This is an optimization exercise on Yosys and OpenROAD, whose aim is small area, a short achievable clock period and few clock cycles per item, not a production implementation.
At most, simulation tests tie the RTL to the original design; equivalence was not proved.
Power figures rest on the tool's default switching activity, not on a simulated workload.

## radix_integer_text_parser
module radix_integer_text_parser #(
  parameter int ACC_WIDTH    = rtip_pkg::ACC_WIDTH_DEF,
  parameter int OFFSET_WIDTH = rtip_pkg::OFFSET_WIDTH_DEF,
  parameter int OUT_W        = ((ACC_WIDTH + OFFSET_WIDTH + 7) / 8) * 8
) (
  input  logic                               clk,
  input  logic                               rst,
  input  logic                               cfg_valid,
  output logic                               cfg_ready,
  input  logic [rtip_pkg::CFG_INDEX_W-1:0]   cfg_index,
  input  logic [rtip_pkg::CFG_DATA_W-1:0]    cfg_data,
  input  logic                               s_axis_tvalid,
  output logic                               s_axis_tready,
  input  logic [rtip_pkg::CHAR_W-1:0]        s_axis_tdata,
  input  logic                               s_axis_tlast,
  output logic                               m_axis_tvalid,
  input  logic                               m_axis_tready,
  output logic [OUT_W-1:0]                   m_axis_tdata
);
export LEC_CHECK = 0
export CAP_MARGIN = 20
export CORE_MARGIN = 2
export CORE_UTILIZATION = 55
export CTS_BUF_LIST = sky130_fd_sc_hd__clkbuf_8
export PLACE_DENSITY = 0.75
export SETUP_SLACK_MARGIN = 5
export SLEW_MARGIN = 20
create_clock -name core_clock -period 9.0 [get_ports {clk}]
standard.sh (not shown) runs the stock make flow with config.mk's settings and CLKGATE_MAP_FILE= SYNTH_SCRIPT=/design/flow/synth_recipe.tcl, a recipe that flattens the netlist after the stock synthesis.
==> flow/flow/run.sh <==
#!/bin/bash
# The standard layout, with the smallest buffer on the ports and a tighter setup repair
# target. Each make step keeps its own log under orfs/logs; make's output goes to make.log.
set -euo pipefail
bash standard.sh \
  "BUFFER_PORTS_ARGS=-buffer_cell sky130_fd_sc_hd__buf_1" \
  SETUP_SLACK_MARGIN=5 \
  finish > make.log 2>&1
Edit:
--- a/flow/design.v
+++ b/flow/design.v
@@ -106,68 +106,69 @@
   logic [BASE_W-1:0] cfg_base;
   logic              cfg_sgn;
   assign cfg_ready = 1'b1;
   always_ff @(posedge clk) begin
     if (rst) begin
       cfg_base <= '0;
       cfg_sgn  <= 1'b0;
     end else if (cfg_valid) begin
       if (cfg_index == CFG_NUMBER_BASE) cfg_base <= cfg_data[BASE_W-1:0];
       if (cfg_index == CFG_SIGNED_MODE) cfg_sgn  <= cfg_data[0];
     end
   end
-  logic auto, hexm, cfast, fast;
+  logic auto, hexm, cfast;
   assign auto  = (cfg_base == '0);
   assign hexm  = (cfg_base == 6'd16);
   assign cfast = (cfg_base == 6'd8) || (cfg_base == 6'd10) || hexm;
   logic [CODE_W-1:0] in_code, s1_c, sk_c;
-  logic [5:0]        h, cnt;
   logic              s1_v, sk_v, s1_adv, in_hs, s1_load, enter_slow;
   rtip_step u_dec (.char_code(s_axis_tdata), .last_char(s_axis_tlast), .code(in_code));
-  assign s_axis_tready = !sk_v && !(!fast && s1_v);
-  assign in_hs         = s_axis_tvalid && s_axis_tready;
-  assign sk_c          = {cnt[0], h};
+  assign s_axis_tready = !sk_v;
+  assign in_hs         = s_axis_tvalid && !sk_v;
   assign s1_load       = !s1_v || s1_adv;
   always_ff @(posedge clk) begin
     if (rst) begin
       s1_v <= 1'b0;
       sk_v <= 1'b0;
     end else if (s1_load) begin
       s1_v <= sk_v || in_hs;
       sk_v <= 1'b0;
     end else if (in_hs) begin
       sk_v <= 1'b1;
     end
   end
   always_ff @(posedge clk) begin
     if (s1_load)         s1_c      <= sk_v ? sk_c : in_code;
     else if (enter_slow) s1_c[3:0] <= 4'd0;   
+    if (in_hs)           sk_c      <= in_code;
   end
   logic [2:0]              ph, nph;
   logic [1:0]              ar, nar;
   logic                    neg, nneg;
   logic [OFFSET_WIDTH-1:0] off;
   logic [ACC_WIDTH-1:0]    acc;
   logic                    m_v;
   logic                    busy;
+  logic [5:0]              cnt;
+  logic [5:0]              h;
   logic                    xen, xinv, y10, y16, ysh, c10, fin;
   logic [3:0] d;
   logic       is_dig, is_m, is_x, last, is_0;
   assign d      = s1_c[3:0];
   assign is_dig = s1_c[4];
   assign is_m   = s1_c[5];
   assign last   = s1_c[6];
   assign is_x   = !is_dig && d[0];
   assign is_0   = is_dig && (d == 4'd0);
-  logic              start, dlt;
+  logic              start, fast, dlt;
   logic [BASE_W-1:0] radix;
   assign start = (ph == PH_START);
   assign radix = !auto ? cfg_base : (ar == AR_8) ? 6'd8 : (ar == AR_16) ? 6'd16 : 6'd10;
   assign fast  = auto || cfast;
   assign dlt   = is_dig && (auto ? ((ar == AR_16) || (ar == AR_10 && d < 4'd10) || !d[3])
                                  : ((cfg_base[5:4] != 2'b00) || (d < cfg_base[3:0])));
   logic take, acc_take, acc_zero;
   logic [1:0] inc;
   always_comb begin
     nph      = ph;
     nar      = ar;
     nneg     = neg;
@@ -304,26 +305,24 @@
       xen  <= !ph_n_start && !busy_n && !xinv_n;
       y10  <= !ph_n_start && !busy_n && !xinv_n && cls10_n;
       y16  <= !ph_n_start && !busy_n && !xinv_n && cls16_n;
       ysh  <= busy_n;
       c10  <= cls10_n;
     end
   end
   always_ff @(posedge clk) begin
     acc <= (sum & {ACC_WIDTH{acc_en}}) | (acc & {ACC_WIDTH{acc_hold}});
     if (busy) begin
       h   <= t[6:1];
       cnt <= cnt + 6'd1;
-    end else if (in_hs && !s1_load) begin
-      {cnt[0], h} <= in_code;
-    end else if (!sk_v) begin
+    end else begin
       h   <= {2'b00, d};
       cnt <= '0;
     end
     if (s1_adv) begin
       neg <= nneg;
       off <= off_sum[OFFSET_WIDTH] ? '1 : off_sum[OFFSET_WIDTH-1:0];
     end
   end
   assign m_axis_tvalid = m_v;
   assign m_axis_tdata  = OUT_W'({off, acc});
 endmodule
Register-to-register slack gets worse by 0.03 ns. Hold slack got worse by 0.078 ns. Power stays flat. Wire length came out lower by 5.1%. Clock power is lower by 12%.
Testbench counts after the change, summed over its fixed seeds: cycles 28,666, chars 28,066.
No functional check of the RTL was part of the first run of this note.

========
## oak
radix_integer_text_parser, a different RTL version from the one above (not shown whole).
For scale: about 1200 cells after synthesis, roughly 110 I/O pins.
==> flow/config.mk <==
export PLATFORM = sky130hd
export DESIGN_NAME = radix_integer_text_parser
export DESIGN_NICKNAME = radix_integer_text_parser
export VERILOG_FILES = /design/flow/design.v
export SDC_FILE = /design/flow/constraint.sdc
export NUM_CORES = 4
export LEC_CHECK = 0
export CAP_MARGIN = 20
export CORE_MARGIN = 2
export CORE_UTILIZATION = 40
export SETUP_SLACK_MARGIN = 5
export SLEW_MARGIN = 20
==> flow/constraint.sdc <==
create_clock -name core_clock -period 9.0 [get_ports {clk}]
set_input_delay 1.8000 -clock core_clock [delete_from_list [all_inputs] [get_ports {clk}]]
set_output_delay 1.8000 -clock core_clock [all_outputs]
set_load 0.01 [all_outputs]
run.sh (not shown) runs the stock make flow with config.mk's settings and CLKGATE_MAP_FILE= SYNTH_SCRIPT=/design/flow/synth_recipe.tcl, a recipe that flattens the netlist after the stock synthesis.
Stock flow here: none of the scripts above is used.
The following lists how pine was set up differently from oak:
-- flow/design.v --
<<< oak, line 328
  assign ya  = (y10 ? (acc << 1) : '0) | (y16 ? (acc << 3) : '0) |
               (ysh ? {t[0], acc[ACC_WIDTH-1:1]} : '0) | ACC_WIDTH'(ys);
  rtip_add #(.W(ACC_WIDTH), .KIND(1)) u_add (.a(xa), .b(ya), .ci(cin), .s(sum));
  logic acc_en, acc_hold;
  assign acc_en   = busy || xinv || (s1_adv && acc_take);
>>> pine, line 328
  assign ya  = (y10 ? (acc << 1) : '0) | (y16 ? (acc << 3) : '0) |
               (ysh ? {t[0], acc[ACC_WIDTH-1:1]} : '0) | ACC_WIDTH'(ys);
  rtip_add #(.W(ACC_WIDTH), .KIND(2)) u_add (.a(xa), .b(ya), .ci(cin), .s(sum));
  logic acc_en, acc_hold;
  assign acc_en   = busy || xinv || (s1_adv && acc_take);
Findings:
Area occupied by multi-input gates, oak and pine: larger value in pine. Placed cell count delta for pine relative to oak: 7.7% lower. No run among oak and pine stopped early or left any final violation; all are clean. Where clock network power is concerned, oak is better than pine. Looking only at global-route usage, and setting everything else aside, the lower value of oak and pine goes to oak. Actual slew at the worst max-slew pin: pine < oak. The die used by pine is smaller than the one used by oak. Taking oak as the reference, in pine via count of the first global-routing pass has decreased; synthesized netlist net count has decreased; non-clock buffer count has increased. pine vs oak on critical path depth: pine is the higher one.
No functional check of the RTL was part of any run of this note.

========
== trial 52 ==
Another version of the RTL of radix_integer_text_parser (not shown whole).
For scale: roughly 1,200 cells after synthesis, roughly 120 flip-flops, about 110 I/O pins, roughly 9500 sq um of cells after synthesis.
==> module rtip_add, before the edit <==
module rtip_add #(
  parameter int W = 64
) (
  input  logic [W-1:0] a,
  input  logic [W-1:0] b,
  input  logic         ci,
  output logic [W-1:0] s
);
  localparam int L = 6;   
  logic [W-1:0] p;
  logic [W-1:0] gg [0:L];
  logic [W-1:0] pp [0:L];
  assign p     = a ^ b;
  assign gg[0] = a & b;
  assign pp[0] = p;
  genvar l, i;
  generate
    for (l = 0; l < L; l++) begin : lv
      for (i = 0; i < W; i++) begin : bt
        if ((i >> l) % 2 == 1) begin : op
          assign gg[l+1][i] = gg[l][i] | (pp[l][i] & gg[l][((i >> l) << l) - 1]);
          assign pp[l+1][i] = pp[l][i] & pp[l][((i >> l) << l) - 1];
        end else begin : pass
          assign gg[l+1][i] = gg[l][i];
          assign pp[l+1][i] = pp[l][i];
        end
      end
    end
  endgenerate
  assign s = p ^ {gg[L][W-2:0] | (pp[L][W-2:0] & {(W-1){ci}}), ci};
endmodule
clock: 9.0 ns
lec_check: 0
cap_margin: 20
core_margin: 2
core_utilization: 40
setup_slack_margin: 5
slew_margin: 20
Both conditions hold for trial 52: the flow ran to the end and the final layout passed the timing, DRC and antenna checks.
Testbench counts of trial 52, summed over its fixed seeds: cycles 28,666, chars 28,066.
What build 37 does differently from trial 52 at the input level:
-- flow/design.v --
<<< trial 52, line 50
  output logic [W-1:0] s
);
  localparam int L = 6;   
  logic [W-1:0] p;
  logic [W-1:0] gg [0:L];
  logic [W-1:0] pp [0:L];
  assign p     = a ^ b;
  assign gg[0] = a & b;
  assign pp[0] = p;
  genvar l, i;
>>> build 37, line 50
  output logic [W-1:0] s
);
  localparam int L = $clog2(W);
  logic [W-1:0] p, g0;
  logic [W-1:0] gg [0:L];
  logic [W-1:0] pp [0:L];
  assign p  = a ^ b;
  assign g0 = (a & b) | {{(W-1){1'b0}}, p[0] & ci};
  assign gg[0] = g0;
  assign pp[0] = p;
  genvar l, i;
<<< trial 52, line 71
    end
  endgenerate
  assign s = p ^ {gg[L][W-2:0] | (pp[L][W-2:0] & {(W-1){ci}}), ci};
endmodule
import rtip_pkg::*;
>>> build 37, line 72
    end
  endgenerate
  assign s = p ^ {gg[L][W-2:0], ci};
endmodule
import rtip_pkg::*;
==> run summary <==
Internal power summed over all cells: trial 52 and build 37 compared, higher one is trial 52
Number of cells upsized or downsized after cts was higher in the run labelled build 37.
Build 37 vs trial 52 on power density of the placed cells: build 37 is the lower one.
Compare trial 52 and build 37 | clock-buffer cell count higher: trial 52
[compare] base=trial 52 new=build 37: first-iteration DRC count shows a reduction of 9.1%, die area went up, first-pass GRT wire length increased by about 5% relative to the old numbers.
I/O pin count: build 37 vs trial 52 identical
Number of nets in the finished design grows slightly when moving from trial 52 to build 37.
On sequential power, trial 52 and build 37 are neck and neck.
For build 37, only the layout was checked, not whether the RTL still works.

[afterwards: timing with drivers on the ports]
In the flow no input, the clock included, has a driving cell. The finished layouts below were timed again as built, in two steps.
Step 1 sets driving cells, clkbuf_16 on the clock port and buf_2 on the other inputs (assumed; they add their load-dependent delay and slew).
Step 2 moves the port delays by t, midway between the first and last clock arrival at a register: inputs arrive t later, outputs are due t later. That takes back most of the time a late clock gives input paths.
a / b / c = ideal / step 1 / step 2; a / b = the first two.
run | t (ns) | slack for setup (ns) | pins driven straight from the clock port
the first run of note 1 | 0.513 | 5.215 / 5.215 / 4.858 | 1
the second run of note 1 | 0.496 | 5.187 / 5.187 / 4.838 | 1
oak | 0.464 | 5.154 / 5.154 / 4.808 | 1
pine | 0.467 | 4.838 / 4.838 / 4.738 | 1
trial 52 | 0.463 | 5.193 / 5.193 / 4.803 | 1
build 37 | 0.472 | 5.149 / 5.155 / 4.700 | 1
After both steps every run listed still meets setup and hold. The setup slack of build 37, which loses most, moves by +0.006 ns with the drivers and by -0.449 ns with both steps.
